From an optimization exercise on the open Yosys and OpenROAD flow, aimed at small area; shortcuts taken in it are not production practice. Function was checked by simulation only, so behaviour that the tests miss may differ from the original. Power is estimated from default activity; no workload was simulated.

==> inputs of run a <==
==> flow/design.v <==
module la_capture_core #(
  parameter int WIDTH = 8,
  parameter int DEPTH = 256,
  parameter int AW    = $clog2(DEPTH)
) (
  input  logic             gclk,
  input  logic             gresetn,
  input  logic             arm,
  input  logic             abort,
  input  logic [WIDTH-1:0] probe_i,
  input  logic [WIDTH-1:0] trig_mask,
  input  logic [WIDTH-1:0] trig_value,
  input  logic [1:0]       trig_mode,
  input  logic [AW-1:0]    pre_count,
  output logic             busy,
  output logic             triggered,
  output logic             done,
  input  logic             rd_en,
  input  logic [AW-1:0]    rd_addr,
  output logic [WIDTH-1:0] rd_data,
  output logic             rd_valid
);
  logic                        in_pre;
  logic [DEPTH-1:0][WIDTH-1:0] sr;
  logic [AW-1:0]    cnt;
  logic [AW-1:0]    pre_q;
  logic [WIDTH-1:0] mask_q;
  logic [WIDTH-1:0] value_q;
  logic [1:0]       mode_q;
  logic             prev_match;
  logic             have_prev;    
  logic             wait_st;
  logic             start;
  logic             match;
  logic             change;
  logic             hit;
  logic             adv;
  logic             last;
  logic [AW-1:0]    cnt_inc;
  logic [AW-1:0]    rd_phys;
  logic [DEPTH-1:0] rd_sel;
  logic [WIDTH-1:0] rd_mux;
  always_comb begin
    wait_st = busy && !in_pre && !triggered;
    start   = arm && !busy;
    match   = ((probe_i ^ value_q) & mask_q) == '0;
    change  = ((probe_i ^ sr[0]) & mask_q) != '0;
    cnt_inc = cnt + AW'(1);
    rd_phys = cnt + ~rd_addr;
    hit     = 1'b0;
    case (mode_q)
      2'b00:   hit = match;
      2'b01:   hit = have_prev && match && !prev_match;
      2'b10:   hit = have_prev && !match && prev_match;
      default: hit = have_prev && change;
    endcase
    adv  = (wait_st && hit) || (busy && triggered);
    last = adv && (cnt == AW'(DEPTH - 1));
  end
  localparam int NL = (DEPTH + 2) / 3;
  logic [15:0] lo_n, hi_n;
  la_capture_pdec u_lo (.a(rd_phys[3:0]), .y_n(lo_n));
  la_capture_pdec u_hi (.a(rd_phys[7:4]), .y_n(hi_n));
  for (genvar i = 0; i < DEPTH; i++) begin : g_dec
    la_capture_nor2 u_nor (.a_n(lo_n[i % 16]), .b_n(hi_n[i / 16]), .y(rd_sel[i]));
  end
  for (genvar b = 0; b < WIDTH; b++) begin : g_rd
    logic [NL-1:0] leaf_n;
    for (genvar l = 0; l < NL; l++) begin : g_leaf
      localparam int K = (DEPTH - 3 * l) < 3 ? (DEPTH - 3 * l) : 3;
      logic [K-1:0] s, d;
      for (genvar k = 0; k < K; k++) begin : g_k
        assign s[k] = rd_sel[3 * l + k];
        assign d[k] = sr[3 * l + k][b];
      end
      la_capture_aoi #(.N(K)) u_aoi (.sel(s), .d(d), .y_n(leaf_n[l]));
    end
    assign rd_mux[b] = ~&leaf_n;
  end
  always_ff @(posedge gclk) begin
    sr <= {sr[DEPTH-2:0], done ? sr[DEPTH-1] : probe_i};
  end
  always_ff @(posedge gclk) begin
    prev_match <= match;
    have_prev  <= busy;
    if (start) begin
      mask_q  <= trig_mask;
      value_q <= trig_value;
      mode_q  <= trig_mode;
      pre_q   <= pre_count;
      cnt     <= '0;
    end else if (!wait_st || hit) begin
      cnt <= cnt_inc;
    end
  end
  always_ff @(posedge gclk or negedge gresetn) begin
    if (!gresetn) begin
      in_pre    <= 1'b0;
      busy      <= 1'b0;
      triggered <= 1'b0;
      done      <= 1'b0;
      rd_data   <= '0;
      rd_valid  <= 1'b0;
    end else begin
      rd_valid <= done && rd_en;
      if (done && rd_en) rd_data <= rd_mux;
      if (abort) begin
        in_pre    <= 1'b0;
        busy      <= 1'b0;
        triggered <= 1'b0;
        done      <= 1'b0;
      end else if (start) begin
        in_pre    <= pre_count != '0;
        busy      <= 1'b1;
        triggered <= 1'b0;
        done      <= 1'b0;
      end else begin
        if (in_pre && cnt_inc == pre_q) in_pre <= 1'b0;
        if (wait_st && hit) triggered <= 1'b1;
        if (last) begin
          busy <= 1'b0;
          done <= 1'b1;
        end
      end
    end
  end
endmodule
module la_capture_pdec (
  input  logic [3:0]  a,
  output logic [15:0] y_n
);
  logic [3:0] a_n;
  for (genvar j = 0; j < 4; j++) begin : g_inv
    la_capture_inv u_inv (.a(a[j]), .y(a_n[j]));
  end
  for (genvar i = 0; i < 16; i++) begin : g_nand
    la_capture_nand4 u_nand (
      .a(i[0] ? a[0] : a_n[0]),
      .b(i[1] ? a[1] : a_n[1]),
      .c(i[2] ? a[2] : a_n[2]),
      .d(i[3] ? a[3] : a_n[3]),
      .y(y_n[i])
    );
  end
endmodule
module la_capture_inv (
  input  logic a,
  output logic y
);
  assign y = ~a;
endmodule
module la_capture_nand4 (
  input  logic a,
  input  logic b,
  input  logic c,
  input  logic d,
  output logic y
);
  assign y = ~(a & b & c & d);
endmodule
module la_capture_nor2 (
  input  logic a_n,
  input  logic b_n,
  output logic y
);
  assign y = ~(a_n | b_n);
endmodule
module la_capture_aoi #(
  parameter int N = 3
) (
  input  logic [N-1:0] sel,
  input  logic [N-1:0] d,
  output logic         y_n
);
  assign y_n = ~|(sel & d);
endmodule
==> flow/flow/run.sh <==
#!/bin/bash
# Standard ORFS layout (the standard.sh), with two changes:
#  - port buffers use the smallest buffer, sky130_fd_sc_hd__buf_1;
#  - clock tree: clkbuf_8 sink clusters of at most 18 flops, no dummy loads.
set -euo pipefail
export BUFFER_PORTS_ARGS="-buffer_cell sky130_fd_sc_hd__buf_1"
export CTS_ARGS="-sink_clustering_enable -repair_clock_nets -dont_use_dummy_load -buf_list sky130_fd_sc_hd__clkbuf_8 -sink_clustering_size 18 -sink_clustering_max_diameter 40"
bash standard.sh > standard.log 2>&1
==> flow/standard.sh <==
#!/bin/bash
# synth_recipe.tcl (not shown) runs the flow's synth.tcl, then flattens the netlist and writes it again
# the make line also repeats each setting of config.mk as NAME=value (left out here)
make -C /OpenROAD-flow-scripts/flow DESIGN_CONFIG=/design/flow/config.mk WORK_HOME=/design/flow/orfs CLKGATE_MAP_FILE= SYNTH_SCRIPT=/design/flow/synth_recipe.tcl "${@:-finish}"
==> flow/config.mk <==
export PLATFORM = sky130hd
export DESIGN_NAME = la_capture_core
export DESIGN_NICKNAME = la_capture_core
export VERILOG_FILES = /design/flow/design.v
export SDC_FILE = /design/flow/constraint.sdc
export NUM_CORES = 4
export LEC_CHECK = 0
export CAP_MARGIN = 20
export CORE_MARGIN = 2
export CORE_UTILIZATION = 75
export SLEW_MARGIN = 20
export SYNTH_HIERARCHICAL = 1
export SYNTH_MINIMUM_KEEP_SIZE = 0
==> flow/constraint.sdc <==
create_clock -name core_clock -period 8.0 [get_ports {gclk}]
set_input_delay 1.6000 -clock core_clock [delete_from_list [all_inputs] [get_ports {gclk}]]
set_output_delay 1.6000 -clock core_clock [all_outputs]
set_load 0.01 [all_outputs]
==> run b: changes against run a <==
--- a/flow/design.v
+++ b/flow/design.v
@@ -22,3 +22,2 @@
 );
-  logic                        in_pre;
   logic [DEPTH-1:0][WIDTH-1:0] sr;
@@ -31,2 +30,3 @@
   logic             have_prev;    
+  logic             pre_done;
   logic             wait_st;
@@ -43,3 +43,5 @@
   always_comb begin
-    wait_st = busy && !in_pre && !triggered;
+    done     = triggered && !busy;
+    pre_done = cnt == pre_q;
+    wait_st  = busy && !triggered && pre_done;
     start   = arm && !busy;
@@ -61,4 +63,4 @@
   logic [15:0] lo_n, hi_n;
-  la_capture_pdec u_lo (.a(rd_phys[3:0]), .y_n(lo_n));
-  la_capture_pdec u_hi (.a(rd_phys[7:4]), .y_n(hi_n));
+  la_capture_pdec #(.AW(4), .N(16)) u_lo (.a(rd_phys[3:0]), .y_n(lo_n));
+  la_capture_pdec #(.AW(4), .N(16)) u_hi (.a(rd_phys[7:4]), .y_n(hi_n));
   for (genvar i = 0; i < DEPTH; i++) begin : g_dec
@@ -97,6 +99,4 @@
     if (!gresetn) begin
-      in_pre    <= 1'b0;
       busy      <= 1'b0;
       triggered <= 1'b0;
-      done      <= 1'b0;
       rd_data   <= '0;
@@ -107,18 +107,10 @@
       if (abort) begin
-        in_pre    <= 1'b0;
         busy      <= 1'b0;
         triggered <= 1'b0;
-        done      <= 1'b0;
       end else if (start) begin
-        in_pre    <= pre_count != '0;
         busy      <= 1'b1;
         triggered <= 1'b0;
-        done      <= 1'b0;
       end else begin
-        if (in_pre && cnt_inc == pre_q) in_pre <= 1'b0;
         if (wait_st && hit) triggered <= 1'b1;
-        if (last) begin
-          busy <= 1'b0;
-          done <= 1'b1;
-        end
+        if (last) busy <= 1'b0;
       end
@@ -127,34 +119,11 @@
 endmodule
-module la_capture_pdec (
-  input  logic [3:0]  a,
-  output logic [15:0] y_n
+module la_capture_pdec #(
+  parameter int AW = 4,
+  parameter int N  = 16
+) (
+  input  logic [AW-1:0] a,
+  output logic [N-1:0]  y_n
 );
-  logic [3:0] a_n;
-  for (genvar j = 0; j < 4; j++) begin : g_inv
-    la_capture_inv u_inv (.a(a[j]), .y(a_n[j]));
-  end
-  for (genvar i = 0; i < 16; i++) begin : g_nand
-    la_capture_nand4 u_nand (
-      .a(i[0] ? a[0] : a_n[0]),
-      .b(i[1] ? a[1] : a_n[1]),
-      .c(i[2] ? a[2] : a_n[2]),
-      .d(i[3] ? a[3] : a_n[3]),
-      .y(y_n[i])
-    );
-  end
-endmodule
-module la_capture_inv (
-  input  logic a,
-  output logic y
-);
-  assign y = ~a;
-endmodule
-module la_capture_nand4 (
-  input  logic a,
-  input  logic b,
-  input  logic c,
-  input  logic d,
-  output logic y
-);
-  assign y = ~(a & b & c & d);
+  always_comb
+    for (int i = 0; i < N; i++) y_n[i] = a != AW'(i);
 endmodule
==> flow/flow/run.sh (replaced) <==
#!/bin/bash
# Standard ORFS layout (the standard.sh), with two changes:
#  - port buffers use the smallest buffer, sky130_fd_sc_hd__buf_1;
#  - clock tree: clkbuf_8 sink clusters of at most 19 flops, no dummy loads.
set -euo pipefail
export BUFFER_PORTS_ARGS="-buffer_cell sky130_fd_sc_hd__buf_1"
export CTS_ARGS="-sink_clustering_enable -repair_clock_nets -dont_use_dummy_load -buf_list sky130_fd_sc_hd__clkbuf_8 -sink_clustering_size 19 -sink_clustering_max_diameter 70"
bash standard.sh > standard.log 2>&1
==> run c: changes against run a <==
--- a/flow/design.v
+++ b/flow/design.v
@@ -61,4 +61,4 @@
   logic [15:0] lo_n, hi_n;
-  la_capture_pdec u_lo (.a(rd_phys[3:0]), .y_n(lo_n));
-  la_capture_pdec u_hi (.a(rd_phys[7:4]), .y_n(hi_n));
+  la_capture_pdec #(.AW(4), .N(16)) u_lo (.a(rd_phys[3:0]), .y_n(lo_n));
+  la_capture_pdec #(.AW(4), .N(16)) u_hi (.a(rd_phys[7:4]), .y_n(hi_n));
   for (genvar i = 0; i < DEPTH; i++) begin : g_dec
@@ -127,34 +127,11 @@
 endmodule
-module la_capture_pdec (
-  input  logic [3:0]  a,
-  output logic [15:0] y_n
+module la_capture_pdec #(
+  parameter int AW = 4,
+  parameter int N  = 16
+) (
+  input  logic [AW-1:0] a,
+  output logic [N-1:0]  y_n
 );
-  logic [3:0] a_n;
-  for (genvar j = 0; j < 4; j++) begin : g_inv
-    la_capture_inv u_inv (.a(a[j]), .y(a_n[j]));
-  end
-  for (genvar i = 0; i < 16; i++) begin : g_nand
-    la_capture_nand4 u_nand (
-      .a(i[0] ? a[0] : a_n[0]),
-      .b(i[1] ? a[1] : a_n[1]),
-      .c(i[2] ? a[2] : a_n[2]),
-      .d(i[3] ? a[3] : a_n[3]),
-      .y(y_n[i])
-    );
-  end
-endmodule
-module la_capture_inv (
-  input  logic a,
-  output logic y
-);
-  assign y = ~a;
-endmodule
-module la_capture_nand4 (
-  input  logic a,
-  input  logic b,
-  input  logic c,
-  input  logic d,
-  output logic y
-);
-  assign y = ~(a & b & c & d);
+  always_comb
+    for (int i = 0; i < N; i++) y_n[i] = a != AW'(i);
 endmodule
==> flow/run.sh (new file) <==
#!/bin/bash
# synth_recipe.tcl (not shown) runs the flow's synth.tcl, then flattens the netlist and writes it again
# the make line also repeats each setting of config.mk as NAME=value (left out here)
make -C /OpenROAD-flow-scripts/flow DESIGN_CONFIG=/design/flow/config.mk WORK_HOME=/design/flow/orfs CLKGATE_MAP_FILE= SYNTH_SCRIPT=/design/flow/synth_recipe.tcl finish
- CORE_UTILIZATION: 75 -> 70
- CTS_BUF_LIST: not set -> sky130_fd_sc_hd__clkbuf_16
- CTS_CLUSTER_DIAMETER: not set -> 60
- CTS_CLUSTER_SIZE: not set -> 25
removed: flow/flow/run.sh
removed: flow/standard.sh
==> run d: changes against run a <==
--- a/flow/design.v
+++ b/flow/design.v
@@ -61,4 +61,4 @@
   logic [15:0] lo_n, hi_n;
-  la_capture_pdec u_lo (.a(rd_phys[3:0]), .y_n(lo_n));
-  la_capture_pdec u_hi (.a(rd_phys[7:4]), .y_n(hi_n));
+  la_capture_pdec #(.AW(4), .N(16)) u_lo (.a(rd_phys[3:0]), .y_n(lo_n));
+  la_capture_pdec #(.AW(4), .N(16)) u_hi (.a(rd_phys[7:4]), .y_n(hi_n));
   for (genvar i = 0; i < DEPTH; i++) begin : g_dec
@@ -127,34 +127,11 @@
 endmodule
-module la_capture_pdec (
-  input  logic [3:0]  a,
-  output logic [15:0] y_n
+module la_capture_pdec #(
+  parameter int AW = 4,
+  parameter int N  = 16
+) (
+  input  logic [AW-1:0] a,
+  output logic [N-1:0]  y_n
 );
-  logic [3:0] a_n;
-  for (genvar j = 0; j < 4; j++) begin : g_inv
-    la_capture_inv u_inv (.a(a[j]), .y(a_n[j]));
-  end
-  for (genvar i = 0; i < 16; i++) begin : g_nand
-    la_capture_nand4 u_nand (
-      .a(i[0] ? a[0] : a_n[0]),
-      .b(i[1] ? a[1] : a_n[1]),
-      .c(i[2] ? a[2] : a_n[2]),
-      .d(i[3] ? a[3] : a_n[3]),
-      .y(y_n[i])
-    );
-  end
-endmodule
-module la_capture_inv (
-  input  logic a,
-  output logic y
-);
-  assign y = ~a;
-endmodule
-module la_capture_nand4 (
-  input  logic a,
-  input  logic b,
-  input  logic c,
-  input  logic d,
-  output logic y
-);
-  assign y = ~(a & b & c & d);
+  always_comb
+    for (int i = 0; i < N; i++) y_n[i] = a != AW'(i);
 endmodule
- CORE_UTILIZATION: 75 -> 82
==> summary.txt <==
| quantity | run a | run c | run d | run b |
|---|---|---|---|---|
| Run status | no timing/DRC/antenna violations | no timing/DRC/antenna violations | no timing/DRC/antenna violations | no timing/DRC/antenna violations |
| Gp weighted congestion | 1.02 | 1.01 | 1.06 | 1.03 |
| Synth async-reset ratio | 0.00620 | 0.00620 | 0.00620 | 0.00525 |
| Diodes inserted | 2 | 2 | 4 | 9 |
| Vias per cell | 7.38 | 7.12 | 8.09 | 7.37 |
| Clock sink count | 2097 | 2097 | 2097 | 2095 |
| Number of buffers inserted during clock tree synthesis | 156 | 102 | 152 | 120 |
| Fraction of synthesized cell area in xor and xnor cells | 0.00578 | 0.00576 | 0.00576 | 0.00530 |
| Synthesized instance count | 3493 | 3493 | 3493 | 3462 |
| Met1 track demand over resource in global routing | 0.557 | 0.517 | 0.628 | 0.585 |
| Clock root buffer | sky130_fd_sc_hd__clkbuf_8 | sky130_fd_sc_hd__clkbuf_16 | sky130_fd_sc_hd__clkbuf_8 | sky130_fd_sc_hd__clkbuf_8 |
| Final Hold Slack | 283 ps | 337 ps | 298 ps | 300 ps |
| Post-route cell area | 57000 um^2 | 58700 um^2 | 56900 um^2 | 56400 um^2 |
| Number of inverters outside the clock class in the layout | 25 | 17 | 17 | 12 |
| Leakage power of the design | 20.9 nW | 21.6 nW | 20.8 nW | 20.6 nW |
| End point of the critical path | rd_data[0] | rd_data[1] | rd_data[3] | rd_data[3] |
| Maximum frequency from static timing analysis | 142 MHz | 140 MHz | 135 MHz | 146 MHz |
| Register-to-register path setup slack | 1440 ps | 1830 ps | 1080 ps | 1590 ps |
| Max VDD drop | 0.253 mV | 0.201 mV | 0.320 mV | 0.239 mV |
| Startpoint of the worst-slack reg-to-reg timing path | cnt[1] | cnt[0] | cnt[0] | cnt[0] |
| Post-place setup slack | -113 ps | 531 ps | 687 ps | 665 ps |
| Routed WL per cell | 32.1 um | 30.6 um | 37.3 um | 32.6 um |
| Post-Syn Area | 53000 um^2 | 53200 um^2 | 53200 um^2 | 52900 um^2 |
| Layout fillers | 3655 | 4485 | 2432 | 3838 |

==> port drivers added, routing unchanged <==
No port has a modelled driver above. Below, the same layouts with a new extraction and two added sets of constraints. Step 1, drivers: a clkbuf_16 drives gclk and a buf_2 each remaining input, both assumed. Step 2, shift: input delay + t, output delay - t, t = (earliest + latest rising clock arrival at the registers) / 2. This alone moves slack from input paths to output paths. a / b / c = ideal ports / drivers / drivers and shift; a / b = the first two.
| run | shift t [ns] | setup WS [ns] | worst hold slack (ns) | worst register clock-pin slew, ns |
|---|---|---|---|---|
| run a | 0.889 | 0.971 / 1.017 / 0.128 | 0.283 / 0.283 / 0.283 | 0.11 / 0.11 |
| run b | 0.842 | 1.158 / 1.196 / 0.355 | 0.300 / 0.300 / 0.300 | 0.12 / 0.12 |
| run c | 0.748 | 0.842 / 0.881 / 0.133 | 0.337 / 0.337 / 0.337 | 0.10 / 0.10 |
| run d | 0.882 | 0.594 / 0.635 / -0.247 | 0.298 / 0.298 / 0.298 | 0.12 / 0.12 |
Met with ideal ports but missed after step 2: setup timing in run d. The setup slack of run a, which loses most, moves by +0.046 ns with the drivers and by -0.843 ns with both steps.
